This design comes from an exercise in tuning for small area, a short achievable clock period and few clock cycles per item on the open sky130 flow, not from production work. No functional check of the RTL was part of any run shown here.

===== flow/config.mk =====
export PLATFORM = sky130hd
export DESIGN_NAME = fc_layer_top
export DESIGN_NICKNAME = fc_layer_top
export VERILOG_FILES = /design/flow/design.v
export SDC_FILE = /design/flow/constraint.sdc
export NUM_CORES = 4
export LEC_CHECK = 0
export CAP_MARGIN = 20
export CORE_MARGIN = 2
export CORE_UTILIZATION = 40
export PLACE_DENSITY = 0.5
export SETUP_SLACK_MARGIN = 5
export SLEW_MARGIN = 20

===== flow/constraint.sdc =====
create_clock -name core_clock -period 9.0 [get_ports {clk}]
set_input_delay 1.8000 -clock core_clock [delete_from_list [all_inputs] [get_ports {clk}]]
set_output_delay 1.8000 -clock core_clock [all_outputs]
set_load 0.01 [all_outputs]

===== flow/design.v =====
`default_nettype none
package fc_pkg;
    localparam int BYTE_W    = 8;
    localparam int WORD_W    = 32;
    localparam int IN_COUNT  = 8;
    localparam int OUT_COUNT = 4;
    localparam int ACC_W     = 20;
    localparam int FEATURE_W = IN_COUNT * BYTE_W;
    localparam int FRAME_WORDS = (FEATURE_W + OUT_COUNT * FEATURE_W
                                  + OUT_COUNT * BYTE_W) / WORD_W;
    localparam int STEP_W = 4;
    typedef enum logic {
        LOAD_RECEIVE,
        LOAD_COMPUTE
    } loader_state_t;
    typedef enum logic [1:0] {
        LANE_IDLE,
        LANE_ACCUMULATE,
        LANE_BIAS_ADD,
        LANE_DONE
    } lane_state_t;
endpackage
`default_nettype wire
`default_nettype none
module fc_dot4_cs (
    input  wire [47:0] bd,    
    input  wire [31:0] w,
    output wire [18:0] s,
    output wire [18:0] c
);
wire x1;
wire x2;
wire x3;
wire x4;
wire x5;
wire x6;
wire x7;
wire x8;
wire x9;
wire nx10;
wire x11;
wire x12;
wire x13;
wire x14;
wire x15;
wire x16;
wire x17;
wire x18;
wire x19;
wire nx20;
wire x21;
wire x22;
wire x23;
wire x24;
wire x25;
wire x26;
wire x27;
wire x28;
wire x29;
wire nx30;
wire x31;
wire x32;
wire x33;
wire x34;
wire x35;
wire x36;
wire x37;
wire x38;
wire x39;
wire nx40;
wire x41;
wire x42;
wire x43;
wire x44;
wire x45;
wire x46;
wire x47;
wire x48;
wire x49;
wire nx50;
wire x51;
wire x52;
wire x53;
wire x54;
wire x55;
wire x56;
wire x57;
wire x58;
wire x59;
wire nx60;
wire x61;
wire x62;
wire x63;
wire x64;
wire x65;
wire x66;
wire x67;
wire x68;
wire x69;
wire nx70;
wire x71;
wire x72;
wire x73;
wire x74;
wire x75;
wire x76;
wire x77;
wire x78;
wire x79;
wire nx80;
wire x81;
wire x82;
wire x83;
wire x84;
wire x85;
wire x86;
wire x87;
wire x88;
wire x89;
wire nx90;
wire x91;
wire x92;
wire x93;
wire x94;
wire x95;
wire x96;
wire x97;
wire x98;
wire x99;
wire nx100;
wire x101;
wire x102;
wire x103;
wire x104;
wire x105;
wire x106;
wire x107;
wire x108;
wire x109;
wire nx110;
wire x111;
wire x112;
wire x113;
wire x114;
wire x115;
wire x116;
wire x117;
wire x118;
wire x119;
wire nx120;
wire x121;
wire x122;
wire x123;
wire x124;
wire x125;
wire x126;
wire x127;
wire x128;
wire x129;
wire nx130;
wire x131;
wire x132;
wire x133;
wire x134;
wire x135;
wire x136;
wire x137;
wire x138;
wire x139;
wire nx140;
wire x141;
wire x142;
wire x143;
wire x144;
wire x145;
wire x146;
wire x147;
wire x148;
wire x149;
wire nx150;
wire x151;
wire x152;
wire x153;
wire x154;
wire x155;
wire x156;
wire x157;
wire x158;
wire x159;
wire nx160;
wire s161;
wire c162;
wire s163;
wire c164;
wire s165;
wire c166;
wire s167;
wire c168;
wire s169;
wire c170;
wire s171;
wire c172;
wire s173;
wire c174;
wire s175;
wire c176;
wire s177;
wire c178;
wire s179;
wire c180;
wire s181;
wire c182;
wire s183;
wire c184;
wire s185;
wire c186;
wire s187;
wire c188;
wire s189;
wire c190;
wire s191;
wire c192;
wire s193;
wire c194;
wire s195;
wire c196;
wire s197;
wire c198;
wire s199;
wire c200;
wire s201;
wire c202;
wire s203;
wire c204;
wire s205;
wire c206;
wire s207;
wire c208;
wire s209;
wire c210;
wire s211;
wire c212;
wire s213;
wire c214;
wire s215;
wire c216;
wire s217;
wire c218;
wire s219;
wire c220;
wire s221;
wire c222;
wire s223;
wire c224;
wire s225;
wire c226;
wire s227;
wire c228;
wire s229;
wire c230;
wire s231;
wire c232;
wire s233;
wire c234;
wire s235;
wire c236;
wire s237;
wire c238;
wire s239;
wire c240;
wire s241;
wire c242;
wire s243;
wire c244;
wire s245;
wire c246;
wire s247;
wire c248;
wire s249;
wire c250;
wire s251;
wire c252;
wire s253;
wire c254;
wire s255;
wire c256;
wire s257;
wire c258;
wire s259;
wire c260;
wire s261;
wire c262;
wire s263;
wire c264;
wire s265;
wire c266;
wire s267;
wire c268;
wire s269;
wire c270;
wire s271;
wire c272;
wire s273;
wire c274;
wire s275;
wire c276;
wire s277;
wire c278;
wire s279;
wire c280;
wire s281;
wire c282;
wire s283;
wire c284;
wire s285;
wire c286;
wire s287;
wire c288;
wire s289;
wire c290;
wire s291;
wire c292;
wire s293;
wire c294;
wire s295;
wire c296;
wire s297;
wire c298;
wire s299;
wire c300;
wire s301;
wire c302;
wire s303;
wire c304;
wire s305;
wire c306;
wire s307;
wire c308;
wire s309;
wire c310;
wire s311;
wire c312;
wire s313;
wire c314;
wire s315;
wire c316;
wire s317;
wire c318;
wire s319;
wire c320;
wire s321;
wire c322;
wire s323;
wire c324;
wire s325;
wire c326;
wire s327;
wire c328;
wire s329;
wire c330;
wire s331;
wire c332;
wire s333;
wire c334;
wire s335;
wire c336;
wire s337;
wire c338;
wire s339;
wire c340;
wire s341;
wire c342;
wire s343;
wire c344;
wire s345;
wire c346;
wire s347;
wire c348;
wire s349;
wire c350;
wire s351;
wire c352;
wire s353;
wire c354;
wire s355;
wire c356;
wire s357;
wire c358;
wire s359;
wire c360;
wire s361;
wire c362;
wire s363;
wire c364;
wire s365;
wire c366;
wire s367;
wire c368;
wire s369;
wire c370;
wire s371;
wire c372;
wire s373;
wire c374;
wire s375;
wire c376;
wire s377;
wire c378;
wire s379;
wire c380;
wire s381;
wire c382;
wire s383;
wire c384;
wire s385;
wire c386;
wire s387;
wire c388;
wire s389;
wire c390;
wire s391;
wire c392;
wire s393;
wire c394;
wire s395;
wire c396;
wire s397;
wire c398;
wire s399;
wire c400;
wire s401;
wire c402;
wire s403;
wire c404;
wire s405;
wire c406;
wire s407;
wire c408;
wire s409;
wire c410;
wire s411;
wire c412;
wire s413;
wire c414;
wire s415;
wire c416;
wire s417;
wire c418;
wire s419;
wire c420;
wire s421;
wire c422;
wire s423;
wire c424;
wire s425;
wire c426;
wire s427;
wire c428;
wire s429;
wire c430;
wire s431;
wire c432;
wire s433;
wire c434;
wire s435;
wire c436;
wire s437;
wire c438;
wire s439;
wire c440;
wire s441;
wire c442;
wire s443;
wire c444;
wire s445;
wire c446;
wire s447;
wire c448;
wire s449;
wire c450;
wire s451;
wire c452;
wire s453;
wire c454;
wire s455;
wire c456;
assign x1 = ((bd[0] & w[0]) | (bd[1] & 1'b0)) ^ bd[2];
assign x2 = ((bd[0] & w[1]) | (bd[1] & w[0])) ^ bd[2];
assign x3 = ((bd[0] & w[2]) | (bd[1] & w[1])) ^ bd[2];
assign x4 = ((bd[0] & w[3]) | (bd[1] & w[2])) ^ bd[2];
assign x5 = ((bd[0] & w[4]) | (bd[1] & w[3])) ^ bd[2];
assign x6 = ((bd[0] & w[5]) | (bd[1] & w[4])) ^ bd[2];
assign x7 = ((bd[0] & w[6]) | (bd[1] & w[5])) ^ bd[2];
assign x8 = ((bd[0] & w[7]) | (bd[1] & w[6])) ^ bd[2];
assign x9 = ((bd[0] & w[7]) | (bd[1] & w[7])) ^ bd[2];
assign nx10 = ~x9;
assign x11 = ((bd[3] & w[0]) | (bd[4] & 1'b0)) ^ bd[5];
assign x12 = ((bd[3] & w[1]) | (bd[4] & w[0])) ^ bd[5];
assign x13 = ((bd[3] & w[2]) | (bd[4] & w[1])) ^ bd[5];
assign x14 = ((bd[3] & w[3]) | (bd[4] & w[2])) ^ bd[5];
assign x15 = ((bd[3] & w[4]) | (bd[4] & w[3])) ^ bd[5];
assign x16 = ((bd[3] & w[5]) | (bd[4] & w[4])) ^ bd[5];
assign x17 = ((bd[3] & w[6]) | (bd[4] & w[5])) ^ bd[5];
assign x18 = ((bd[3] & w[7]) | (bd[4] & w[6])) ^ bd[5];
assign x19 = ((bd[3] & w[7]) | (bd[4] & w[7])) ^ bd[5];
assign nx20 = ~x19;
assign x21 = ((bd[6] & w[0]) | (bd[7] & 1'b0)) ^ bd[8];
assign x22 = ((bd[6] & w[1]) | (bd[7] & w[0])) ^ bd[8];
assign x23 = ((bd[6] & w[2]) | (bd[7] & w[1])) ^ bd[8];
assign x24 = ((bd[6] & w[3]) | (bd[7] & w[2])) ^ bd[8];
assign x25 = ((bd[6] & w[4]) | (bd[7] & w[3])) ^ bd[8];
assign x26 = ((bd[6] & w[5]) | (bd[7] & w[4])) ^ bd[8];
assign x27 = ((bd[6] & w[6]) | (bd[7] & w[5])) ^ bd[8];
assign x28 = ((bd[6] & w[7]) | (bd[7] & w[6])) ^ bd[8];
assign x29 = ((bd[6] & w[7]) | (bd[7] & w[7])) ^ bd[8];
assign nx30 = ~x29;
assign x31 = ((bd[9] & w[0]) | (bd[10] & 1'b0)) ^ bd[11];
assign x32 = ((bd[9] & w[1]) | (bd[10] & w[0])) ^ bd[11];
assign x33 = ((bd[9] & w[2]) | (bd[10] & w[1])) ^ bd[11];
assign x34 = ((bd[9] & w[3]) | (bd[10] & w[2])) ^ bd[11];
assign x35 = ((bd[9] & w[4]) | (bd[10] & w[3])) ^ bd[11];
assign x36 = ((bd[9] & w[5]) | (bd[10] & w[4])) ^ bd[11];
assign x37 = ((bd[9] & w[6]) | (bd[10] & w[5])) ^ bd[11];
assign x38 = ((bd[9] & w[7]) | (bd[10] & w[6])) ^ bd[11];
assign x39 = ((bd[9] & w[7]) | (bd[10] & w[7])) ^ bd[11];
assign nx40 = ~x39;
assign x41 = ((bd[12] & w[8]) | (bd[13] & 1'b0)) ^ bd[14];
assign x42 = ((bd[12] & w[9]) | (bd[13] & w[8])) ^ bd[14];
assign x43 = ((bd[12] & w[10]) | (bd[13] & w[9])) ^ bd[14];
assign x44 = ((bd[12] & w[11]) | (bd[13] & w[10])) ^ bd[14];
assign x45 = ((bd[12] & w[12]) | (bd[13] & w[11])) ^ bd[14];
assign x46 = ((bd[12] & w[13]) | (bd[13] & w[12])) ^ bd[14];
assign x47 = ((bd[12] & w[14]) | (bd[13] & w[13])) ^ bd[14];
assign x48 = ((bd[12] & w[15]) | (bd[13] & w[14])) ^ bd[14];
assign x49 = ((bd[12] & w[15]) | (bd[13] & w[15])) ^ bd[14];
assign nx50 = ~x49;
assign x51 = ((bd[15] & w[8]) | (bd[16] & 1'b0)) ^ bd[17];
assign x52 = ((bd[15] & w[9]) | (bd[16] & w[8])) ^ bd[17];
assign x53 = ((bd[15] & w[10]) | (bd[16] & w[9])) ^ bd[17];
assign x54 = ((bd[15] & w[11]) | (bd[16] & w[10])) ^ bd[17];
assign x55 = ((bd[15] & w[12]) | (bd[16] & w[11])) ^ bd[17];
assign x56 = ((bd[15] & w[13]) | (bd[16] & w[12])) ^ bd[17];
assign x57 = ((bd[15] & w[14]) | (bd[16] & w[13])) ^ bd[17];
assign x58 = ((bd[15] & w[15]) | (bd[16] & w[14])) ^ bd[17];
assign x59 = ((bd[15] & w[15]) | (bd[16] & w[15])) ^ bd[17];
assign nx60 = ~x59;
assign x61 = ((bd[18] & w[8]) | (bd[19] & 1'b0)) ^ bd[20];
assign x62 = ((bd[18] & w[9]) | (bd[19] & w[8])) ^ bd[20];
assign x63 = ((bd[18] & w[10]) | (bd[19] & w[9])) ^ bd[20];
assign x64 = ((bd[18] & w[11]) | (bd[19] & w[10])) ^ bd[20];
assign x65 = ((bd[18] & w[12]) | (bd[19] & w[11])) ^ bd[20];
assign x66 = ((bd[18] & w[13]) | (bd[19] & w[12])) ^ bd[20];
assign x67 = ((bd[18] & w[14]) | (bd[19] & w[13])) ^ bd[20];
assign x68 = ((bd[18] & w[15]) | (bd[19] & w[14])) ^ bd[20];
assign x69 = ((bd[18] & w[15]) | (bd[19] & w[15])) ^ bd[20];
assign nx70 = ~x69;
assign x71 = ((bd[21] & w[8]) | (bd[22] & 1'b0)) ^ bd[23];
assign x72 = ((bd[21] & w[9]) | (bd[22] & w[8])) ^ bd[23];
assign x73 = ((bd[21] & w[10]) | (bd[22] & w[9])) ^ bd[23];
assign x74 = ((bd[21] & w[11]) | (bd[22] & w[10])) ^ bd[23];
assign x75 = ((bd[21] & w[12]) | (bd[22] & w[11])) ^ bd[23];
assign x76 = ((bd[21] & w[13]) | (bd[22] & w[12])) ^ bd[23];
assign x77 = ((bd[21] & w[14]) | (bd[22] & w[13])) ^ bd[23];
assign x78 = ((bd[21] & w[15]) | (bd[22] & w[14])) ^ bd[23];
assign x79 = ((bd[21] & w[15]) | (bd[22] & w[15])) ^ bd[23];
assign nx80 = ~x79;
assign x81 = ((bd[24] & w[16]) | (bd[25] & 1'b0)) ^ bd[26];
assign x82 = ((bd[24] & w[17]) | (bd[25] & w[16])) ^ bd[26];
assign x83 = ((bd[24] & w[18]) | (bd[25] & w[17])) ^ bd[26];
assign x84 = ((bd[24] & w[19]) | (bd[25] & w[18])) ^ bd[26];
assign x85 = ((bd[24] & w[20]) | (bd[25] & w[19])) ^ bd[26];
assign x86 = ((bd[24] & w[21]) | (bd[25] & w[20])) ^ bd[26];
assign x87 = ((bd[24] & w[22]) | (bd[25] & w[21])) ^ bd[26];
assign x88 = ((bd[24] & w[23]) | (bd[25] & w[22])) ^ bd[26];
assign x89 = ((bd[24] & w[23]) | (bd[25] & w[23])) ^ bd[26];
assign nx90 = ~x89;
assign x91 = ((bd[27] & w[16]) | (bd[28] & 1'b0)) ^ bd[29];
assign x92 = ((bd[27] & w[17]) | (bd[28] & w[16])) ^ bd[29];
assign x93 = ((bd[27] & w[18]) | (bd[28] & w[17])) ^ bd[29];
assign x94 = ((bd[27] & w[19]) | (bd[28] & w[18])) ^ bd[29];
assign x95 = ((bd[27] & w[20]) | (bd[28] & w[19])) ^ bd[29];
assign x96 = ((bd[27] & w[21]) | (bd[28] & w[20])) ^ bd[29];
assign x97 = ((bd[27] & w[22]) | (bd[28] & w[21])) ^ bd[29];
assign x98 = ((bd[27] & w[23]) | (bd[28] & w[22])) ^ bd[29];
assign x99 = ((bd[27] & w[23]) | (bd[28] & w[23])) ^ bd[29];
assign nx100 = ~x99;
assign x101 = ((bd[30] & w[16]) | (bd[31] & 1'b0)) ^ bd[32];
assign x102 = ((bd[30] & w[17]) | (bd[31] & w[16])) ^ bd[32];
assign x103 = ((bd[30] & w[18]) | (bd[31] & w[17])) ^ bd[32];
assign x104 = ((bd[30] & w[19]) | (bd[31] & w[18])) ^ bd[32];
assign x105 = ((bd[30] & w[20]) | (bd[31] & w[19])) ^ bd[32];
assign x106 = ((bd[30] & w[21]) | (bd[31] & w[20])) ^ bd[32];
assign x107 = ((bd[30] & w[22]) | (bd[31] & w[21])) ^ bd[32];
assign x108 = ((bd[30] & w[23]) | (bd[31] & w[22])) ^ bd[32];
assign x109 = ((bd[30] & w[23]) | (bd[31] & w[23])) ^ bd[32];
assign nx110 = ~x109;
assign x111 = ((bd[33] & w[16]) | (bd[34] & 1'b0)) ^ bd[35];
assign x112 = ((bd[33] & w[17]) | (bd[34] & w[16])) ^ bd[35];
assign x113 = ((bd[33] & w[18]) | (bd[34] & w[17])) ^ bd[35];
assign x114 = ((bd[33] & w[19]) | (bd[34] & w[18])) ^ bd[35];
assign x115 = ((bd[33] & w[20]) | (bd[34] & w[19])) ^ bd[35];
assign x116 = ((bd[33] & w[21]) | (bd[34] & w[20])) ^ bd[35];
assign x117 = ((bd[33] & w[22]) | (bd[34] & w[21])) ^ bd[35];
assign x118 = ((bd[33] & w[23]) | (bd[34] & w[22])) ^ bd[35];
assign x119 = ((bd[33] & w[23]) | (bd[34] & w[23])) ^ bd[35];
assign nx120 = ~x119;
assign x121 = ((bd[36] & w[24]) | (bd[37] & 1'b0)) ^ bd[38];
assign x122 = ((bd[36] & w[25]) | (bd[37] & w[24])) ^ bd[38];
assign x123 = ((bd[36] & w[26]) | (bd[37] & w[25])) ^ bd[38];
assign x124 = ((bd[36] & w[27]) | (bd[37] & w[26])) ^ bd[38];
assign x125 = ((bd[36] & w[28]) | (bd[37] & w[27])) ^ bd[38];
assign x126 = ((bd[36] & w[29]) | (bd[37] & w[28])) ^ bd[38];
assign x127 = ((bd[36] & w[30]) | (bd[37] & w[29])) ^ bd[38];
assign x128 = ((bd[36] & w[31]) | (bd[37] & w[30])) ^ bd[38];
assign x129 = ((bd[36] & w[31]) | (bd[37] & w[31])) ^ bd[38];
assign nx130 = ~x129;
assign x131 = ((bd[39] & w[24]) | (bd[40] & 1'b0)) ^ bd[41];
assign x132 = ((bd[39] & w[25]) | (bd[40] & w[24])) ^ bd[41];
assign x133 = ((bd[39] & w[26]) | (bd[40] & w[25])) ^ bd[41];
assign x134 = ((bd[39] & w[27]) | (bd[40] & w[26])) ^ bd[41];
assign x135 = ((bd[39] & w[28]) | (bd[40] & w[27])) ^ bd[41];
assign x136 = ((bd[39] & w[29]) | (bd[40] & w[28])) ^ bd[41];
assign x137 = ((bd[39] & w[30]) | (bd[40] & w[29])) ^ bd[41];
assign x138 = ((bd[39] & w[31]) | (bd[40] & w[30])) ^ bd[41];
assign x139 = ((bd[39] & w[31]) | (bd[40] & w[31])) ^ bd[41];
assign nx140 = ~x139;
assign x141 = ((bd[42] & w[24]) | (bd[43] & 1'b0)) ^ bd[44];
assign x142 = ((bd[42] & w[25]) | (bd[43] & w[24])) ^ bd[44];
assign x143 = ((bd[42] & w[26]) | (bd[43] & w[25])) ^ bd[44];
assign x144 = ((bd[42] & w[27]) | (bd[43] & w[26])) ^ bd[44];
assign x145 = ((bd[42] & w[28]) | (bd[43] & w[27])) ^ bd[44];
assign x146 = ((bd[42] & w[29]) | (bd[43] & w[28])) ^ bd[44];
assign x147 = ((bd[42] & w[30]) | (bd[43] & w[29])) ^ bd[44];
assign x148 = ((bd[42] & w[31]) | (bd[43] & w[30])) ^ bd[44];
assign x149 = ((bd[42] & w[31]) | (bd[43] & w[31])) ^ bd[44];
assign nx150 = ~x149;
assign x151 = ((bd[45] & w[24]) | (bd[46] & 1'b0)) ^ bd[47];
assign x152 = ((bd[45] & w[25]) | (bd[46] & w[24])) ^ bd[47];
assign x153 = ((bd[45] & w[26]) | (bd[46] & w[25])) ^ bd[47];
assign x154 = ((bd[45] & w[27]) | (bd[46] & w[26])) ^ bd[47];
assign x155 = ((bd[45] & w[28]) | (bd[46] & w[27])) ^ bd[47];
assign x156 = ((bd[45] & w[29]) | (bd[46] & w[28])) ^ bd[47];
assign x157 = ((bd[45] & w[30]) | (bd[46] & w[29])) ^ bd[47];
assign x158 = ((bd[45] & w[31]) | (bd[46] & w[30])) ^ bd[47];
assign x159 = ((bd[45] & w[31]) | (bd[46] & w[31])) ^ bd[47];
assign nx160 = ~x159;
assign s161 = x7 ^ x15;
assign c162 = x7 & x15;
assign s163 = x5 ^ x13 ^ x21;
assign c164 = (x5 & x13) | (x5 & x21) | (x13 & x21);
assign s165 = bd[8] ^ x45;
assign c166 = bd[8] & x45;
assign s167 = x6 ^ x14;
assign c168 = x6 & x14;
assign s169 = x23 ^ x31 ^ bd[11];
assign c170 = (x23 & x31) | (x23 & bd[11]) | (x31 & bd[11]);
assign s171 = x47 ^ x55 ^ x63;
assign c172 = (x47 & x55) | (x47 & x63) | (x55 & x63);
assign s173 = x71 ^ bd[23] ^ x87;
assign c174 = (x71 & bd[23]) | (x71 & x87) | (bd[23] & x87);
assign s175 = x95 ^ x103;
assign c176 = x95 & x103;
assign s177 = x8 ^ x16 ^ x24;
assign c178 = (x8 & x16) | (x8 & x24) | (x16 & x24);
assign s179 = x32 ^ x48 ^ x56;
assign c180 = (x32 & x48) | (x32 & x56) | (x48 & x56);
assign s181 = x64 ^ x72 ^ x88;
assign c182 = (x64 & x72) | (x64 & x88) | (x72 & x88);
assign s183 = x96 ^ x104 ^ x112;
assign c184 = (x96 & x104) | (x96 & x112) | (x104 & x112);
assign s185 = nx10 ^ x17 ^ x25;
assign c186 = (nx10 & x17) | (nx10 & x25) | (x17 & x25);
assign s187 = x33 ^ nx50 ^ x57;
assign c188 = (x33 & nx50) | (x33 & x57) | (nx50 & x57);
assign s189 = x65 ^ x73 ^ nx90;
assign c190 = (x65 & x73) | (x65 & nx90) | (x73 & nx90);
assign s191 = x97 ^ x105;
assign c192 = x97 & x105;
assign s193 = x18 ^ x26 ^ x34;
assign c194 = (x18 & x26) | (x18 & x34) | (x26 & x34);
assign s195 = x58 ^ x66;
assign c196 = x58 & x66;
assign s197 = nx20 ^ x27 ^ x35;
assign c198 = (nx20 & x27) | (nx20 & x35) | (x27 & x35);
assign s199 = x3 ^ x11 ^ bd[5];
assign c200 = (x3 & x11) | (x3 & bd[5]) | (x11 & bd[5]);
assign s201 = x43 ^ x51;
assign c202 = x43 & x51;
assign s203 = x4 ^ x12;
assign c204 = x4 & x12;
assign s205 = x53 ^ x61 ^ bd[20];
assign c206 = (x53 & x61) | (x53 & bd[20]) | (x61 & bd[20]);
assign s207 = x85 ^ x93 ^ x101;
assign c208 = (x85 & x93) | (x85 & x101) | (x93 & x101);
assign s209 = bd[32] ^ x125;
assign c210 = bd[32] & x125;
assign s211 = x22 ^ x46 ^ x54;
assign c212 = (x22 & x46) | (x22 & x54) | (x46 & x54);
assign s213 = x62 ^ x86 ^ x94;
assign c214 = (x62 & x86) | (x62 & x94) | (x86 & x94);
assign s215 = x102 ^ x126 ^ x134;
assign c216 = (x102 & x126) | (x102 & x134) | (x126 & x134);
assign s217 = x142 ^ s167;
assign c218 = x142 & s167;
assign s219 = x111 ^ bd[35] ^ x127;
assign c220 = (x111 & bd[35]) | (x111 & x127) | (bd[35] & x127);
assign s221 = x135 ^ x143 ^ x151;
assign c222 = (x135 & x143) | (x135 & x151) | (x143 & x151);
assign s223 = bd[47] ^ s161 ^ s169;
assign c224 = (bd[47] & s161) | (bd[47] & s169) | (s161 & s169);
assign s225 = s171 ^ s173 ^ s175;
assign c226 = (s171 & s173) | (s171 & s175) | (s173 & s175);
assign s227 = x128 ^ x136 ^ x144;
assign c228 = (x128 & x136) | (x128 & x144) | (x136 & x144);
assign s229 = x152 ^ c162 ^ s177;
assign c230 = (x152 & c162) | (x152 & s177) | (c162 & s177);
assign s231 = s179 ^ s181 ^ s183;
assign c232 = (s179 & s181) | (s179 & s183) | (s181 & s183);
assign s233 = c170 ^ c172 ^ c174;
assign c234 = (c170 & c172) | (c170 & c174) | (c172 & c174);
assign s235 = x113 ^ nx130 ^ x137;
assign c236 = (x113 & nx130) | (x113 & x137) | (nx130 & x137);
assign s237 = x145 ^ x153 ^ s185;
assign c238 = (x145 & x153) | (x145 & s185) | (x153 & s185);
assign s239 = s187 ^ s189 ^ s191;
assign c240 = (s187 & s189) | (s187 & s191) | (s189 & s191);
assign s241 = c178 ^ c180 ^ c182;
assign c242 = (c178 & c180) | (c178 & c182) | (c180 & c182);
assign s243 = x74 ^ x98 ^ x106;
assign c244 = (x74 & x98) | (x74 & x106) | (x98 & x106);
assign s245 = x114 ^ x138 ^ x146;
assign c246 = (x114 & x138) | (x114 & x146) | (x138 & x146);
assign s247 = x154 ^ s193 ^ s195;
assign c248 = (x154 & s193) | (x154 & s195) | (s193 & s195);
assign s249 = c186 ^ c188 ^ c190;
assign c250 = (c186 & c188) | (c186 & c190) | (c188 & c190);
assign s251 = nx60 ^ x67 ^ x75;
assign c252 = (nx60 & x67) | (nx60 & x75) | (x67 & x75);
assign s253 = nx100 ^ x107 ^ x115;
assign c254 = (nx100 & x107) | (nx100 & x115) | (x107 & x115);
assign s255 = nx140 ^ x147 ^ x155;
assign c256 = (nx140 & x147) | (nx140 & x155) | (x147 & x155);
assign s257 = s197 ^ c194 ^ c196;
assign c258 = (s197 & c194) | (s197 & c196) | (c194 & c196);
assign s259 = x28 ^ x36 ^ x68;
assign c260 = (x28 & x36) | (x28 & x68) | (x36 & x68);
assign s261 = x76 ^ x108 ^ x116;
assign c262 = (x76 & x108) | (x76 & x116) | (x108 & x116);
assign s263 = x148 ^ x156;
assign c264 = x148 & x156;
assign s265 = nx30 ^ x37 ^ nx70;
assign c266 = (nx30 & x37) | (nx30 & nx70) | (x37 & nx70);
assign s267 = x1 ^ bd[2] ^ x41;
assign c268 = (x1 & bd[2]) | (x1 & x41) | (bd[2] & x41);
assign s269 = bd[17] ^ x83 ^ x91;
assign c270 = (bd[17] & x83) | (bd[17] & x91) | (x83 & x91);
assign s271 = bd[29] ^ x123;
assign c272 = bd[29] & x123;
assign s273 = x44 ^ x52 ^ x84;
assign c274 = (x44 & x52) | (x44 & x84) | (x52 & x84);
assign s275 = x92 ^ x124 ^ x132;
assign c276 = (x92 & x124) | (x92 & x132) | (x124 & x132);
assign s277 = s203 ^ c200;
assign c278 = s203 & c200;
assign s279 = x133 ^ x141 ^ bd[44];
assign c280 = (x133 & x141) | (x133 & bd[44]) | (x141 & bd[44]);
assign s281 = s163 ^ s165 ^ s205;
assign c282 = (s163 & s165) | (s163 & s205) | (s165 & s205);
assign s283 = s207 ^ s209 ^ c204;
assign c284 = (s207 & s209) | (s207 & c204) | (s209 & c204);
assign s285 = c164 ^ c166 ^ s211;
assign c286 = (c164 & c166) | (c164 & s211) | (c166 & s211);
assign s287 = s213 ^ s215 ^ s217;
assign c288 = (s213 & s215) | (s213 & s217) | (s215 & s217);
assign s289 = c206 ^ c208 ^ c210;
assign c290 = (c206 & c208) | (c206 & c210) | (c208 & c210);
assign s291 = c168 ^ s219 ^ s221;
assign c292 = (c168 & s219) | (c168 & s221) | (s219 & s221);
assign s293 = s223 ^ s225 ^ c212;
assign c294 = (s223 & s225) | (s223 & c212) | (s225 & c212);
assign s295 = c214 ^ c216 ^ c218;
assign c296 = (c214 & c216) | (c214 & c218) | (c216 & c218);
assign s297 = c176 ^ s227 ^ s229;
assign c298 = (c176 & s227) | (c176 & s229) | (s227 & s229);
assign s299 = s231 ^ s233 ^ c220;
assign c300 = (s231 & s233) | (s231 & c220) | (s233 & c220);
assign s301 = c222 ^ c224 ^ c226;
assign c302 = (c222 & c224) | (c222 & c226) | (c224 & c226);
assign s303 = c184 ^ s235 ^ s237;
assign c304 = (c184 & s235) | (c184 & s237) | (s235 & s237);
assign s305 = s239 ^ s241 ^ c228;
assign c306 = (s239 & s241) | (s239 & c228) | (s241 & c228);
assign s307 = c230 ^ c232 ^ c234;
assign c308 = (c230 & c232) | (c230 & c234) | (c232 & c234);
assign s309 = c192 ^ s243 ^ s245;
assign c310 = (c192 & s243) | (c192 & s245) | (s243 & s245);
assign s311 = s247 ^ s249 ^ c236;
assign c312 = (s247 & s249) | (s247 & c236) | (s249 & c236);
assign s313 = c238 ^ c240 ^ c242;
assign c314 = (c238 & c240) | (c238 & c242) | (c240 & c242);
assign s315 = s251 ^ s253 ^ s255;
assign c316 = (s251 & s253) | (s251 & s255) | (s253 & s255);
assign s317 = s257 ^ c244 ^ c246;
assign c318 = (s257 & c244) | (s257 & c246) | (c244 & c246);
assign s319 = c248 ^ c250 ^ 1'b1;
assign c320 = (c248 & c250) | (c248 & 1'b1) | (c250 & 1'b1);
assign s321 = c198 ^ s259 ^ s261;
assign c322 = (c198 & s259) | (c198 & s261) | (s259 & s261);
assign s323 = s263 ^ c252 ^ c254;
assign c324 = (s263 & c252) | (s263 & c254) | (c252 & c254);
assign s325 = c256 ^ c258 ^ 1'b1;
assign c326 = (c256 & c258) | (c256 & 1'b1) | (c258 & 1'b1);
assign s327 = x77 ^ nx110 ^ x117;
assign c328 = (x77 & nx110) | (x77 & x117) | (nx110 & x117);
assign s329 = nx150 ^ x157 ^ s265;
assign c330 = (nx150 & x157) | (nx150 & s265) | (x157 & s265);
assign s331 = c260 ^ c262 ^ c264;
assign c332 = (c260 & c262) | (c260 & c264) | (c262 & c264);
assign s333 = x38 ^ x78 ^ x118;
assign c334 = (x38 & x78) | (x38 & x118) | (x78 & x118);
assign s335 = x158 ^ c266;
assign c336 = x158 & c266;
assign s337 = bd[14] ^ x81 ^ bd[26];
assign c338 = (bd[14] & x81) | (bd[14] & bd[26]) | (x81 & bd[26]);
assign s339 = x2 ^ x42 ^ x82;
assign c340 = (x2 & x42) | (x2 & x82) | (x42 & x82);
assign s341 = x131 ^ bd[41] ^ s199;
assign c342 = (x131 & bd[41]) | (x131 & s199) | (bd[41] & s199);
assign s343 = s201 ^ s269;
assign c344 = s201 & s269;
assign s345 = c202 ^ s273 ^ s275;
assign c346 = (c202 & s273) | (c202 & s275) | (s273 & s275);
assign s347 = s277 ^ c270 ^ c272;
assign c348 = (s277 & c270) | (s277 & c272) | (c270 & c272);
assign s349 = s279 ^ s281 ^ s283;
assign c350 = (s279 & s281) | (s279 & s283) | (s281 & s283);
assign s351 = c274 ^ c276 ^ c278;
assign c352 = (c274 & c276) | (c274 & c278) | (c276 & c278);
assign s353 = s285 ^ s287 ^ s289;
assign c354 = (s285 & s287) | (s285 & s289) | (s287 & s289);
assign s355 = c280 ^ c282 ^ c284;
assign c356 = (c280 & c282) | (c280 & c284) | (c282 & c284);
assign s357 = s291 ^ s293 ^ s295;
assign c358 = (s291 & s293) | (s291 & s295) | (s293 & s295);
assign s359 = c286 ^ c288 ^ c290;
assign c360 = (c286 & c288) | (c286 & c290) | (c288 & c290);
assign s361 = s297 ^ s299 ^ s301;
assign c362 = (s297 & s299) | (s297 & s301) | (s299 & s301);
assign s363 = c292 ^ c294 ^ c296;
assign c364 = (c292 & c294) | (c292 & c296) | (c294 & c296);
assign s365 = s303 ^ s305 ^ s307;
assign c366 = (s303 & s305) | (s303 & s307) | (s305 & s307);
assign s367 = c298 ^ c300 ^ c302;
assign c368 = (c298 & c300) | (c298 & c302) | (c300 & c302);
assign s369 = s309 ^ s311 ^ s313;
assign c370 = (s309 & s311) | (s309 & s313) | (s311 & s313);
assign s371 = c304 ^ c306 ^ c308;
assign c372 = (c304 & c306) | (c304 & c308) | (c306 & c308);
assign s373 = s315 ^ s317 ^ s319;
assign c374 = (s315 & s317) | (s315 & s319) | (s317 & s319);
assign s375 = c310 ^ c312 ^ c314;
assign c376 = (c310 & c312) | (c310 & c314) | (c312 & c314);
assign s377 = s321 ^ s323 ^ s325;
assign c378 = (s321 & s323) | (s321 & s325) | (s323 & s325);
assign s379 = c316 ^ c318 ^ c320;
assign c380 = (c316 & c318) | (c316 & c320) | (c318 & c320);
assign s381 = s327 ^ s329 ^ s331;
assign c382 = (s327 & s329) | (s327 & s331) | (s329 & s331);
assign s383 = c322 ^ c324 ^ c326;
assign c384 = (c322 & c324) | (c322 & c326) | (c324 & c326);
assign s385 = s333 ^ s335 ^ c328;
assign c386 = (s333 & s335) | (s333 & c328) | (s335 & c328);
assign s387 = c330 ^ c332 ^ 1'b1;
assign c388 = (c330 & c332) | (c330 & 1'b1) | (c332 & 1'b1);
assign s389 = nx40 ^ nx80 ^ nx120;
assign c390 = (nx40 & nx80) | (nx40 & nx120) | (nx80 & nx120);
assign s391 = nx160 ^ c334 ^ c336;
assign c392 = (nx160 & c334) | (nx160 & c336) | (c334 & c336);
assign s393 = x121 ^ bd[38];
assign c394 = x121 & bd[38];
assign s395 = x122 ^ c268 ^ s339;
assign c396 = (x122 & c268) | (x122 & s339) | (c268 & s339);
assign s397 = s271 ^ s341 ^ s343;
assign c398 = (s271 & s341) | (s271 & s343) | (s341 & s343);
assign s399 = s345 ^ s347 ^ c342;
assign c400 = (s345 & s347) | (s345 & c342) | (s347 & c342);
assign s401 = s349 ^ s351 ^ c346;
assign c402 = (s349 & s351) | (s349 & c346) | (s351 & c346);
assign s403 = s353 ^ s355 ^ c350;
assign c404 = (s353 & s355) | (s353 & c350) | (s355 & c350);
assign s405 = s357 ^ s359 ^ c354;
assign c406 = (s357 & s359) | (s357 & c354) | (s359 & c354);
assign s407 = s361 ^ s363 ^ c358;
assign c408 = (s361 & s363) | (s361 & c358) | (s363 & c358);
assign s409 = s365 ^ s367 ^ c362;
assign c410 = (s365 & s367) | (s365 & c362) | (s367 & c362);
assign s411 = s369 ^ s371 ^ c366;
assign c412 = (s369 & s371) | (s369 & c366) | (s371 & c366);
assign s413 = s373 ^ s375 ^ c370;
assign c414 = (s373 & s375) | (s373 & c370) | (s375 & c370);
assign s415 = s377 ^ s379 ^ c374;
assign c416 = (s377 & s379) | (s377 & c374) | (s379 & c374);
assign s417 = s381 ^ s383 ^ c378;
assign c418 = (s381 & s383) | (s381 & c378) | (s383 & c378);
assign s419 = s385 ^ s387 ^ c382;
assign c420 = (s385 & s387) | (s385 & c382) | (s387 & c382);
assign s421 = s389 ^ s391 ^ c386;
assign c422 = (s389 & s391) | (s389 & c386) | (s391 & c386);
assign s423 = c390 ^ c392;
assign c424 = c390 & c392;
assign s425 = s267 ^ s337;
assign c426 = s267 & s337;
assign s427 = c338 ^ s395 ^ c394;
assign c428 = (c338 & s395) | (c338 & c394) | (s395 & c394);
assign s429 = c340 ^ s397 ^ c396;
assign c430 = (c340 & s397) | (c340 & c396) | (s397 & c396);
assign s431 = c344 ^ s399 ^ c398;
assign c432 = (c344 & s399) | (c344 & c398) | (s399 & c398);
assign s433 = c348 ^ s401 ^ c400;
assign c434 = (c348 & s401) | (c348 & c400) | (s401 & c400);
assign s435 = c352 ^ s403 ^ c402;
assign c436 = (c352 & s403) | (c352 & c402) | (s403 & c402);
assign s437 = c356 ^ s405 ^ c404;
assign c438 = (c356 & s405) | (c356 & c404) | (s405 & c404);
assign s439 = c360 ^ s407 ^ c406;
assign c440 = (c360 & s407) | (c360 & c406) | (s407 & c406);
assign s441 = c364 ^ s409 ^ c408;
assign c442 = (c364 & s409) | (c364 & c408) | (s409 & c408);
assign s443 = c368 ^ s411 ^ c410;
assign c444 = (c368 & s411) | (c368 & c410) | (s411 & c410);
assign s445 = c372 ^ s413 ^ c412;
assign c446 = (c372 & s413) | (c372 & c412) | (s413 & c412);
assign s447 = c376 ^ s415 ^ c414;
assign c448 = (c376 & s415) | (c376 & c414) | (s415 & c414);
assign s449 = c380 ^ s417 ^ c416;
assign c450 = (c380 & s417) | (c380 & c416) | (s417 & c416);
assign s451 = c384 ^ s419 ^ c418;
assign c452 = (c384 & s419) | (c384 & c418) | (s419 & c418);
assign s453 = c388 ^ s421 ^ c420;
assign c454 = (c388 & s421) | (c388 & c420) | (s421 & c420);
assign s455 = s423 ^ c422 ^ 1'b1;
assign c456 = (s423 & c422) | (s423 & 1'b1) | (c422 & 1'b1);
assign s = {1'b1, 1'b1, c424, s455, s453, s451, s449, s447, s445, s443, s441, s439, s437, s435, s433, s431, s429, s427, s393};
assign c = {1'b0, 1'b0, c456, c454, c452, c450, c448, c446, c444, c442, c440, c438, c436, c434, c432, c430, c428, c426, s425};
endmodule
`default_nettype wire
`timescale 1ns/1ns
`default_nettype none
import fc_pkg::*;
module fc_layer_top (
    input  wire logic              clk,
    input  wire logic              rstn,
    input  wire logic              in_valid,
    input  wire logic [WORD_W-1:0] in_data,
    output logic                   out_valid,
    output logic      [WORD_W-1:0] out_data
);
    localparam int SW = 19;
    function automatic logic [7:0] quant(input logic [SW-1:0] x);
        if ((x[SW-1:15] == '0) || (x[SW-1:15] == '1)) quant = x[15:8];
        else quant = x[SW-1] ? 8'h80 : 8'h7F;
    endfunction
    logic        vq;
    logic [31:0] dq;
    logic [3:0]  cnt;       
    logic [3:0]  nidx;      
    logic        ldq, wtq, finq;
    assign nidx = !vq ? cnt : (cnt == 4'd10) ? 4'd0 : cnt + 4'd1;
    always_ff @(posedge clk) dq <= in_valid ? in_data : '0;
    always_ff @(posedge clk or negedge rstn) begin
        if (!rstn) begin
            vq   <= 1'b0;
            cnt  <= '0;
            ldq  <= 1'b0;
            wtq  <= 1'b0;
            finq <= 1'b0;
        end else begin
            vq   <= in_valid;
            cnt  <= nidx;
            ldq  <= in_valid && (nidx < 4'd2);
            wtq  <= in_valid && (nidx >= 4'd2) && (nidx <= 4'd9);
            finq <= in_valid && (nidx == 4'd10);
        end
    end
    logic [31:0] fhi, fhi_d;
    logic [47:0] flo, flo_d;
    always_comb begin
        for (int b = 0; b < 4; b++) begin
            for (int i = 0; i < 4; i++) begin
                logic f2, f1, f0;
                f2 = fhi[8*b+2*i+1];
                f1 = fhi[8*b+2*i];
                f0 = (i == 0) ? 1'b0 : fhi[8*b+2*i-1];
                flo_d[12*b+3*i]   = f1 ^ f0;
                flo_d[12*b+3*i+1] = (f2 & !f1 & !f0) | (!f2 & f1 & f0);
                flo_d[12*b+3*i+2] = f2;
                fhi_d[8*b+2*i+1] = flo[12*b+3*i+2];
                fhi_d[8*b+2*i]   = flo[12*b+3*i] ^ ((i == 0) ? 1'b0 : flo[12*b+3*i-1]);
            end
        end
    end
    always_ff @(posedge clk) begin
        if (ldq || wtq) begin
            flo <= flo_d;
            fhi <= ldq ? dq : fhi_d;
        end
    end
    logic [SW-1:0] s_d, c_d, cs_s, cs_c;
    fc_dot4_cs u_dot (
        .bd (flo),
        .w  (dq),
        .s  (s_d),
        .c  (c_d)
    );
    always_ff @(posedge clk) begin
        cs_s <= s_d;
        cs_c <= c_d;
    end
    logic e_even, e_r0, e_r1, e_r2, e_a3;
    always_ff @(posedge clk or negedge rstn) begin
        if (!rstn) begin
            e_even <= 1'b0;
            e_r0   <= 1'b0;
            e_r1   <= 1'b0;
            e_r2   <= 1'b0;
            e_a3   <= 1'b0;
        end else begin
            e_even <= wtq && !cnt[0];
            e_r0   <= wtq && (cnt == 4'd3);
            e_r1   <= wtq && (cnt == 4'd5);
            e_r2   <= wtq && (cnt == 4'd7);
            e_a3   <= wtq && (cnt == 4'd9);
        end
    end
    logic [SW-1:0] acc, r0, r1, r2;
    logic [SW-1:0] sum;
    logic [7:0]    b3;
    assign b3  = finq ? dq[31:24] : 8'h00;
    assign sum = (e_even ? '0 : acc) + cs_s + cs_c + {{(SW-8){b3[7]}}, b3};
    always_ff @(posedge clk) begin
        if (e_even || e_a3 || finq) acc <= sum;
        if (e_r0 || finq) r0 <= e_r0 ? sum : r0 + {{(SW-8){dq[7]}},  dq[7:0]};
        if (e_r1 || finq) r1 <= e_r1 ? sum : r1 + {{(SW-8){dq[15]}}, dq[15:8]};
        if (e_r2 || finq) r2 <= e_r2 ? sum : r2 + {{(SW-8){dq[23]}}, dq[23:16]};
    end
    always_ff @(posedge clk or negedge rstn) begin
        if (!rstn) out_valid <= 1'b0;
        else       out_valid <= finq;
    end
    assign out_data = {quant(acc), quant(r2), quant(r1), quant(r0)};
endmodule
`default_nettype wire

===== flow/run.sh =====
#!/bin/bash
# synth_recipe.tcl (not shown) runs the flow's synth.tcl, then flattens the netlist and writes it again
# the make line also repeats each setting of config.mk as NAME=value (left out here)
make -C /OpenROAD-flow-scripts/flow DESIGN_CONFIG=/design/flow/config.mk WORK_HOME=/design/flow/orfs CLKGATE_MAP_FILE= SYNTH_SCRIPT=/design/flow/synth_recipe.tcl finish

==> results of run 1 <==
[worst max-delay path: stages, from the launching register on]
cell      delay (ns)
edfxtp_1        0.48
buf_4           0.19
a22oi_2         0.18
xor2_2          0.23
fa_1            0.49
fa_1            0.49
fa_2            0.57
fa_1            0.43
fa_1            0.51
inv_2           0.04
fa_2            0.51
[registers in the layout (all words and copies together), names as in the netlist, 4 cells and up]
name	flops
dq	32
cs_c	17
acc	19
cnt	4
cs_s	17
r2	19
flo	48
fhi	32
r1	19
r0	19
[stage by stage]
stage / worst slack [ns] / hold WS, ns / instances / util
after floorplan: 4.97 / 0.386 / 1834 / -
after global placement: 4.37 / 0.436 / 2397 / 0.426
final: 4.84 / 0.461 / 2560 / 0.479
after CTS: 4.85 / 0.457 / 2529 / 0.468
after detailed placement: 4.38 / 0.440 / 2397 / 0.426
after global routing: 4.70 / 0.477 / 2560 / 0.479
[repair_timing]
item / in CTS / in global routing
hold buffers: 0 / 0
resized for setup: 87 / 76
endpoints found under the hold margin: 0 / 0
setup endpoints to repair: 85 / 59
buffers inserted: 76 / 30
pin swaps: 42 / 51
cloned: 0 / 1
[metal layers]
layer | up-vias | wire length [um] | GRT usage
met1 | 6669 | 24200 | 0.310
met5 | - | 0 | 0
li1 | 6405 | - | -
met4 | 0 | 1870 | 0.0799
met2 | 298 | 24800 | 0.366
met3 | 84 | 2330 | 0.0269
[placed cells by master, fill, tap and decap left out, types with 9 or more instances in the layout]
cell,count
a21o_1,20
a21oi_1,63
a22oi_1,88
a22oi_2,25
and2_1,37
and3_1,9
buf_4,101
buf_6,11
clkbuf_16,34
clkdlybuf4s50_1,39
dfrtp_1,13
dfxtp_1,35
dfxtp_2,24
dlygate4sd2_1,14
dlymetal6s2s_1,14
edfxtp_1,156
fa_1,136
fa_2,18
ha_1,95
inv_1,184
inv_2,11
mux2_2,31
mux2i_1,17
nand2_1,138
nand2b_1,37
nand3_1,15
nand3b_1,13
nor2_1,46
nor2b_1,16
nor3_1,16
o21ai_0,123
xnor2_1,125
xor2_1,91
xor2_2,11
[cell families after synthesis]
family | synth area share
adders and majority gates | 0.229
xor gates and xnor gates | 0.109
AOI/OAI and AO/OA | 0.135
and+or+nand+nor | 0.0953
muxes | 0.0278
DFF | 0.340
buffers and inverters | 0.0629
[cell usage after synthesis (all sizes together) (6+ instances only)]
master,number
inv,195
edfxtp,156
fa,154
nand2,139
o21ai,131
xnor2,131
a22oi,113
clkbuf,110
xor2,102
ha,96
dfxtp,66
a21oi,65
nor2,46
and2,38
nand2b,37
mux2,31
a21o,20
mux2i,17
nor2b,17
nor3,16
nand3,15
dfrtp,14
nand3b,13
and3,9
buf,8
o211ai,8
or2,8
a31oi,7
o21bai,7
nor4,6
[final cells by class]
type                    instances  area, um2
repair buffers                180       1580
well taps                     607        759
clock buffers                  46        946
multi-input cells            1286      11600
clock inverters                10        150
flip-flops and latches        236       6410
fillers                      4337      24200
inverters                     195        732
[final timing paths]
path                            startpoint  endpoint  slack [ns]  cells past startpoint
min in group asynchronous             rstn       ldq        1.65                      1
max in group asynchronous             rstn      finq        6.85                      1
worst max-delay path               flo[10]   cs_s[7]        4.84                     10
worst max register to register     flo[10]   cs_s[7]        4.84                     10
worst min register to register     fhi[16]   flo[24]        0.46                      0
worst min-delay path               fhi[16]   flo[24]        0.46                      0
==> summary.txt, run 1 <==
Status
  – Status: complete, no violations

Synthesis
  – Post-synthesis sequential area ratio: 0.340
  – Most used DFF post-synth: edfxtp_1
  – #FFs+latches synth: between 200 and 250
  – EDFF count, synth: ~160
  – Distinct cells, synth: 57
  – Leading area contributor after synthesis: edfxtp_1
  – Top cells by area, synth: edfxtp_1 25%, fa_1 17%, dfxtp_1 7.1%, ha_1 6.4%, xnor2_1 6.1%
  – Avg Cell Area, Syn: ~10 um2
  – Mapped Nets: 2119
  – FFs w/ async S/R, synth: 0.0593
  – Synth warn: 1
  – Synth Instances: around 1800
  – Synth top area share: 0.251
  – Mapped Area: about 19000 um2

Routing
  – Post-route ant nets: 0
  – Drt pass-1 iters: 5
  – DRT Wirelength: between 50000 and 60000 um
  – Routed len/inst: about 21 um
  – Vias per std cell: ~5.3
  – Drt initial violations: around 910
  – Via count: 13456
  – Residual DRC: 0

GRT
  – Largest net degree at the start of global routing: 72
  – Global route overflow: 0
  – GRT Overall Usage: 0.225
  – Vias in the first global route: between 10000 and 15000
  – Initial antenna violation count: 0
  – First-pass GRT wire length: about 80000 um

Setup path
  – Worst setup EP type: register
  – Critical path data arrival time: ~4.7 ns
  – Crit Path Class: reg2reg
  – CP startpoint kind: register
  – Max Fanout on Critical Path: 5
  – Worst Path Required: roughly 9.5 ns

Hold path
  – Hold crit path type: reg2reg

Floorplanning
  – Die extent in x: around 220 um
  – Rows: a little under 80
  – Io pins: between 60 and 70
  – Die ar.: roughly 48000 um2
  – Die height: 220 um
  – Initial core utilization: 0.403
  – Core Region: ~46000 um2

STA
  – RSZ-0062 raised after global routing: yes
  – Period Utilization, post-route: 0.463
  – Fin. Hold Viols: 0
  – Fin. max-slew vios: 0
  – Setup TNS: 0 ns
  – Minimum clock period: 4.16 ns
  – Tightest Pin Transition: between 1 and 1.5 ns
  – Rel. slew slack: 0.330
  – Setup-failing EPs final: 0
  – Final Skew: between 0.01 and 0.015 ns
  – Max Clk Rate: around 240 MHz

Final layout
  – Layout Nets: 2214
  – Ant diodes: 0
  – Layout cells sized above 1: 0.166
  – Area growth syn-to-layout: 18.8%
  – Final Cell Area: ~22000 um2

Clock network
  – Worst skew pair latency: 0.58 ns
  – CTS Sinks: around 240
  – CTS clk-pin slew, worst paths: 0.07 ns
  – CTS tree: built
  – Num CTS Buffers: 30
  – Deepest clock path buffer count: 3
  – H-tree levels: 1
  – Root Driver: clkbuf_16

Placed design
  – # port buffers: 67
  – DP HPWL: between 30000 and 40000 um
  – GPL Wtd Cong: a little under 0.9
  – Placed inst area: ~20000 um2

Run
  – Max Cap Viol: 0
==> run 2: changes to the inputs <==
--- a/flow/config.mk
+++ b/flow/config.mk
@@ -7,7 +7,8 @@
 export LEC_CHECK = 0
 export CAP_MARGIN = 20
 export CORE_MARGIN = 2
-export CORE_UTILIZATION = 40
-export PLACE_DENSITY = 0.5
+export CORE_UTILIZATION = 55
+export CTS_BUF_LIST = sky130_fd_sc_hd__clkbuf_8
+export PLACE_DENSITY = 0.6
 export SETUP_SLACK_MARGIN = 5
 export SLEW_MARGIN = 20
==> summary.txt, run 2 <==
Clock network
  – Root Driver: clkbuf_8
  – CTS Sinks: 236 (unchanged)
  – Hold buffers post-CTS: 0 (unchanged)
  – Worst skew pair latency: 0.59 ns (about the same)
  – Num CTS Buffers: 44 (+47%)
  – CTS tree: built
  – CTS clk-pin slew, worst paths: 0.07 ns (about the same)
  – Deepest clock path buffer count: 3 (unchanged)
  – H-tree levels: 2 (+1)

STA
  – Fin. Hold Viols: 0 (unchanged)
  – Minimum clock period: 4.16 ns (-0.00476 ns)
  – Fin. max-slew vios: 0 (unchanged)
  – RSZ-0062 raised after global routing: yes
  – Max Clk Rate: 240 MHz (+0.11%)
  – Setup-failing EPs final: 0 (unchanged)
  – Rel. slew slack: 0.420 (+0.0897)
  – Period Utilization, post-route: 0.462 (-0.000529)
  – Final Skew: 0.0263 ns (+0.0122 ns)
  – Hold_ws: 0.449 ns (-0.0115 ns)
  – Tightest Pin Transition: 0.870 ns (-0.134 ns)
  – Setup TNS: 0 ns (unchanged)

Final layout
  – Ant diodes: 0 (unchanged)
  – Area growth syn-to-layout: 15.3%
  – Layout cells sized above 1: 0.152 (-0.0135)
  – Final Cell Area: 21500 um2 (-3.0%)
  – Layout Nets: 2211 (-0.14%)
  – Most frequent cells in the layout: 204 x inv_1, 156 x edfxtp_1, 150 x fa_1, 138 x nand2_1, 122 x xnor2_1
  – Max reg flops: 48 (unchanged)
  – Leading cell type in the layout, fill and taps excluded: inv_1
  – Biggest register: flo
  – Registers with the most flip-flops: flo x48, dq x32, fhi x32
  – Filler cells: 2758 (-36%)

Synthesis
  – Leading area contributor after synthesis: edfxtp_1
  – Mapped Area: 18700 um2 (unchanged)
  – EDFF count, synth: 156 (unchanged)
  – Top cells by area, synth: edfxtp_1 25%, fa_1 17%, dfxtp_1 7.1%, ha_1 6.4%, xnor2_1 6.1%
  – Most used DFF post-synth: edfxtp_1
  – Synth top area share: 0.251 (unchanged)
  – Distinct cells, synth: 57 (unchanged)
  – Top cells by count, synth: 195 x inv_1, 156 x edfxtp_1, 154 x fa_1
  – Avg Cell Area, Syn: 10.2 um2 (unchanged)
  – Synth Instances: 1834 (unchanged)
  – FFs w/ async S/R, synth: 0.0593 (unchanged)
  – Synth warn: 1 (unchanged)
  – #FFs+latches synth: 236 (unchanged)
  – Top-count cell post-synth: inv_1
  – Mapped Nets: 2119 (unchanged)
  – Post-synthesis sequential area ratio: 0.340 (unchanged)

Setup path
  – CP startpoint kind: register
  – Worst Path Required: 9.47 ns (-0.05 ns)
  – Crit Path Class: reg2reg
  – Max Fanout on Critical Path: 7 (+2)
  – Worst setup EP type: register
  – Crit path buffers/inverters: 3 (+1)
  – Critical path data arrival time: 4.63 ns (-0.06 ns)
  – Crit-path slowest cell: fa_1
  – Cells along the critical path: a22oi_2 > xor2_1 > fa_1 > fa_1 > inv_2 > fa_1 > inv_1 > fa_2 > fa_1 > inv_2 > fa_2
  – CP peak stage delay: 0.54 ns (-0.03 ns)
  – Top Family by Delay on Critical Path: adder cells
  – Cell mode on critical path: fa_1

Routing
  – Post-route ant nets: 0 (unchanged)
  – Vias per std cell: 5.68 (+8.0%)
  – Drt pass-1 iters: 5 (unchanged)
  – Routed len/inst: 20.9 um (+0.56%)
  – Residual DRC: 0 (unchanged)
  – Drt initial violations: 1148 (+27%)
  – Via count: 13677 (+1.6%)
  – DRT Wirelength: 50400 um (-5.3%)

GRT
  – Vias in the first global route: 13646 (+1.3%)
  – Initial antenna violation count: 1 (+1)
  – Global route overflow: 0 (unchanged)
  – First-pass GRT wire length: 77700 um (-5.0%)
  – GRT Overall Usage: 0.290 (+0.0647)
  – Largest net degree at the start of global routing: 59 (-18%)

Placed design
  – # port buffers: 67 (unchanged)
  – Placed inst area: 19600 um2 (-1.0%)
  – GPL Wtd Cong: 0.960 (+7.6%)
  – DP HPWL: 36900 um (-5.5%)

Floorplanning
  – Die height: 188 um (-14%)
  – Die ar.: 35400 um2 (-27%)
  – Die extent in x: 188 um (-14%)
  – Io pins: 68 (unchanged)
  – Core Region: 33400 um2 (-28%)
  – Initial core utilization: 0.558 (+0.156)
  – Rows: 67 (-15%)

Hold path
  – Hold crit path type: reg2reg

Status
  – Status: complete, no violations

Run
  – Max Cap Viol: 0 (unchanged)
==> run 2: kinds of logic (layout without fill, tap and decap cells) <==
family | count (synthesis) | in the layout | synth area share
compound gates | 395 | 395 | 0.135
simple gates | 359 | 359 | 0.0953
buf+inv | 313 | 441 | 0.0629
fa+ha+maj | 250 | 250 | 0.229
flops | 236 | 236 | 0.340
xor+xnor | 233 | 233 | 0.109
mux | 48 | 48 | 0.0278
==> run 2: cell type report <==
| cell class | count | area [um2] | area share |
|---|---|---|---|
| Sequential cell | 236 | 6410 | 0.298 |
| Clock inverter | 27 | 148 | 0.00686 |
| Clock buffer | 55 | 757 | 0.0351 |
| Inverter | 195 | 732 | 0.0340 |
| Timing Repair Buffer | 164 | 1410 | 0.0656 |
| Tap cell | 448 | 561 | 0.0260 |
| Multi-Input combinational cell | 1285 | 11500 | 0.535 |
==> run 2: final timing paths <==
kind                            cells past startpoint  endpoint     from  slack, ns
worst min register to register                      0   flo[24]  fhi[16]       0.45
worst max register to register                     11   cs_s[7]   flo[6]       4.84
worst min-delay path                                0   flo[24]  fhi[16]       0.45
min in group asynchronous                           1    e_even     rstn       1.62
max in group asynchronous                           1      finq     rstn       6.91
worst max-delay path                               11   cs_s[7]   flo[6]       4.84
==> run 2: timing repair <==
action / 4_1_cts / 5_1_grt
pin swaps: 33 / 20
buffers inserted: 72 / 19
resized for setup: 83 / 45
setup endpoints to repair: 81 / 58
==> run 2: metrics by stage <==
stage          cells  setup slack, ns  utilization
3_5_place_dp    2237             4.53        0.585
5_1_grt         2410             4.76        0.644
6_report        2410             4.84        0.644
2_1_floorplan   1834             4.97            -
3_3_place_gp    2237             4.60        0.585
4_1_cts         2391             4.86        0.634
==> run 2: layer usage <==
| layer | part of all wire | track usage | vias to the layer above |
|---|---|---|---|
| met1 | 0.43 | 0.388 | 6609 |
| met2 | 0.46 | 0.459 | 507 |
| met5 | 0 | 0 | - |
| met3 | 0.058 | 0.0434 | 137 |
| met4 | 0.054 | 0.151 | 0 |
| li1 | - | - | 6424 |
==> run 3: changes to the inputs <==
--- a/flow/config.mk
+++ b/flow/config.mk
@@ -5,6 +5,7 @@
 export SDC_FILE = /design/flow/constraint.sdc
 export NUM_CORES = 4
 export LEC_CHECK = 0
+export ABC_AREA = 1
 export CAP_MARGIN = 20
 export CORE_MARGIN = 2
 export CORE_UTILIZATION = 55
==> summary.txt, run 3 <==
Status
  – Status: complete, no violations

Final layout
  – Leading cell type in the layout, fill and taps excluded: nand2_1
  – Filler cells: 3019 (+9.5%)
  – Layout Nets: 2748 (+24%)
  – Layout cells sized above 1: 0.145 (-0.00788)
  – Ant diodes: 0 (unchanged)
  – Biggest register: flo
  – Registers with the most flip-flops: flo x48, dq x32, fhi x32
  – Area growth syn-to-layout: 17.4%
  – Most frequent cells in the layout: 505 x nand2_1, 400 x inv_1, 156 x edfxtp_1, 138 x fa_1, 130 x xor2_1
  – Register area: 6410 um2 (about the same)
  – Non-filler cells in the finished layout: 2953 (+23%)
  – Max reg flops: 48 (unchanged)
  – Area of the multi-input gates: 11600 um2 (+0.43%)

Clock network
  – CTS Sinks: 236 (unchanged)
  – Num CTS Buffers: 43 (-2.3%)
  – Deepest clock path buffer count: 3 (unchanged)
  – CTS tree: built
  – CTS clk-pin slew, worst paths: 0.07 ns (about the same)
  – Root Driver: clkbuf_8
  – H-tree levels: 2 (unchanged)
  – Worst skew pair latency: 0.64 ns (+0.05 ns)

STA
  – Final Skew: 0.0390 ns (+0.0127 ns)
  – Fin. max-slew vios: 0 (unchanged)
  – Hold_ws: 0.456 ns (+0.00655 ns)
  – Max Clk Rate: 241 MHz (+0.33%)
  – Minimum clock period: 4.15 ns (-0.0138 ns)
  – Rel. slew slack: 0.277 (-0.143)
  – Period Utilization, post-route: 0.461 (-0.00153)
  – RSZ-0062 raised after global routing: yes
  – Setup TNS: 0 ns (unchanged)
  – Fin. Hold Viols: 0 (unchanged)
  – Tightest Pin Transition: 1.08 ns (+0.207 ns)
  – Setup-failing EPs final: 0 (unchanged)

Routing
  – Via count: 15955 (+17%)
  – Vias per std cell: 5.40 (-4.8%)
  – Routed len/inst: 19.1 um (-8.6%)
  – DRT Wirelength: 56400 um (+12%)
  – Drt initial violations: 1287 (+12%)
  – Residual DRC: 0 (unchanged)
  – Post-route ant nets: 0 (unchanged)
  – Drt pass-1 iters: 6 (+1)

Setup path
  – R2R Setup Slk: 4.85 ns (about the same)
  – Cell mode on critical path: fa_2
  – Worst setup EP type: register
  – Worst Path Required: 9.55 ns (+0.08 ns)
  – Cells along the critical path: inv_2 > buf_4 > o22ai_2 > xor2_2 > fa_1 > fa_1 > inv_2 > fa_2 > fa_2 > fa_2 > inv_2 > fa_2
  – Crit Path Class: reg2reg
  – CP peak stage delay: 0.55 ns (about the same)
  – Crit path buffers/inverters: 4 (+1)
  – Critical path data arrival time: 4.70 ns (+0.07 ns)
  – WP depth: 12 (+1)
  – CP startpoint kind: register
  – FF-to-FF path depth: 12 (+1)
  – Max Fanout on Critical Path: 4 (-3)
  – Crit-path slowest cell: fa_2
  – Top Family by Delay on Critical Path: adder cells

Synthesis
  – Top cells by area, synth: edfxtp_1 24%, fa_1 16%, nand2_1 9.9%, inv_1 8.7%, dfxtp_1 6.8%
  – Mapped Nets: 2579 (+22%)
  – Synth warn: 1 (unchanged)
  – Avg Cell Area, Syn: 8.42 um2 (-17%)
  – Mapped Area: 19300 um2 (+3.4%)
  – Most used DFF post-synth: edfxtp_1
  – Synth Instances: 2294 (+25%)
  – EDFF count, synth: 156 (unchanged)
  – Leading area contributor after synthesis: edfxtp_1
  – Synth top area share: 0.243 (-0.00824)
  – FFs w/ async S/R, synth: 0.0593 (unchanged)
  – Post-synthesis sequential area ratio: 0.329 (-0.0112)
  – Distinct cells, synth: 34 (-40%)
  – #FFs+latches synth: 236 (unchanged)
  – Top-count cell post-synth: nand2_1
  – Top cells by count, synth: 511 x nand2_1, 446 x inv_1, 156 x edfxtp_1

Hold path
  – Hold Path Cell Cnt: 0 (unchanged)
  – Hold crit path type: reg2reg

GRT
  – GR Util met3: 0.0492 (+0.00580)
  – Vias in the first global route: 15683 (+15%)
  – Global route overflow: 0 (unchanged)
  – Met2 global-route usage: 0.505 (+0.0452)
  – First-pass GRT wire length: 87200 um (+12%)
  – Met1 Use GR: 0.453 (+0.0646)
  – GRT Overall Usage: 0.318 (+0.0278)
  – Initial antenna violation count: 1 (unchanged)
  – Busiest metal layer after global routing: met2
  – Largest net degree at the start of global routing: 66 (+12%)

Floorplanning
  – Core Region: 34500 um2 (+3.3%)
  – Rows: 68 (+1.5%)
  – Io pins: 68 (unchanged)
  – Initial core utilization: 0.559 (+0.000666)
  – Die height: 191 um (+1.6%)
  – Die ar.: 36600 um2 (+3.3%)
  – Die extent in x: 191 um (+1.6%)

Placed design
  – # port buffers: 67 (unchanged)
  – Dpl cells: 2779 (+24%)
  – GPL Wtd Cong: 0.948 (-1.2%)
  – DP HPWL: 43600 um (+18%)

Run
  – Max Cap Viol: 0 (unchanged)
[run 3: cell count changes in the layout (fill, tap and decap cells not counted), moves of 20 or more]
| cell | change |
|---|---|
| a22oi_1 | -92 |
| xor2_1 | +33 |
| inv_1 | +196 |
| nand2_1 | +367 |
| nand3_1 | +98 |
| xnor2_1 | -96 |
| nor2_1 | +57 |
| a21o_1 | -20 |
| a22oi_2 | -21 |
| nand2b_1 | -37 |
| inv_2 | +44 |
| and2_1 | -23 |
| o22ai_1 | +94 |
[run 3: per-stage QoR]
step,cell area [um2],worst slack (ns),util
3_5_place_dp,20400,4.62,0.592
4_1_cts,22200,4.81,0.642
2_1_floorplan,19300,4.99,-
3_3_place_gp,20400,4.62,0.592
6_report,22700,4.85,0.656
5_1_grt,22700,4.77,0.656
[run 3: metal layers]
metal	share of wire	vias up
met4	0.023	0
met2	0.46	533
met5	0	-
li1	-	7667
met1	0.45	7680
met3	0.071	75
[run 3: repair_timing]
action	in CTS	in global routing
gates resized for setup	154	87
hold buffers	0	0
endpoints found under the setup margin	77	73
buffers inserted	64	30
pin swaps	55	64
[run 3: cell type report]
| type | count | area share |
|---|---|---|
| tap | 455 | 0.0251 |
| clock inverter | 29 | 0.0119 |
| clock buffer | 51 | 0.0310 |
| inverter | 459 | 0.0775 |
| multi-input combinational | 1558 | 0.510 |
| timing repair buffer | 165 | 0.0614 |
| sequential | 236 | 0.283 |
[run 3: worst paths after layout]
check,start,end
max,flo[7],cs_s[10]
max in group asynchronous,rstn,finq
min reg2reg,fhi[8],flo[12]
min,fhi[8],flo[12]
min in group asynchronous,rstn,e_r1
max reg2reg,flo[7],cs_s[10]
[run 3: cells by family (layout without fill, tap and decap cells)]
logic type | Yosys count | count (layout) | share of synthesized area
AOI/OAI and AO/OA | 330 | 330 | 0.0936
xor gates and xnor gates | 176 | 176 | 0.0806
adders and majority gates | 250 | 250 | 0.222
buffers and inverters | 500 | 704 | 0.0980
DFF | 236 | 236 | 0.329
muxes | 13 | 13 | 0.00758
and+or+nand+nor | 789 | 789 | 0.169

[port drivers added, routing unchanged]
How much do the figures lean on ideal ports? The routed layouts below were timed once more, with nothing changed but the port constraints.
Step 1 (the two cells are an assumption about what drives the block):
set clk [get_ports {clk}]
set_driving_cell -lib_cell sky130_fd_sc_hd__clkbuf_16 $clk
set_driving_cell -lib_cell sky130_fd_sc_hd__buf_2 [delete_from_list [all_inputs] $clk]
Step 2, shift: input delay + t, output delay - t, t = (earliest + latest rising clock arrival at the registers) / 2. This alone moves slack from input paths to output paths.
Three values: no drivers, after step 1, after step 2; two values: the first two.
run	t, ns	setup slack, ns	hold WS [ns]	slew at the worst register clock pin (ns)	pins driven straight from the clock port
run 1	0.625	4.836 / 4.836 / 4.836	0.461 / 0.461 / 0.461	0.07 / 0.07	1
run 2	0.623	4.841 / 4.841 / 4.841	0.449 / 0.449 / 0.449	0.07 / 0.07	1
run 3	0.667	4.855 / 4.855 / 4.855	0.456 / 0.456 / 0.456	0.07 / 0.07	1
After both steps setup and hold are still met in every run listed.
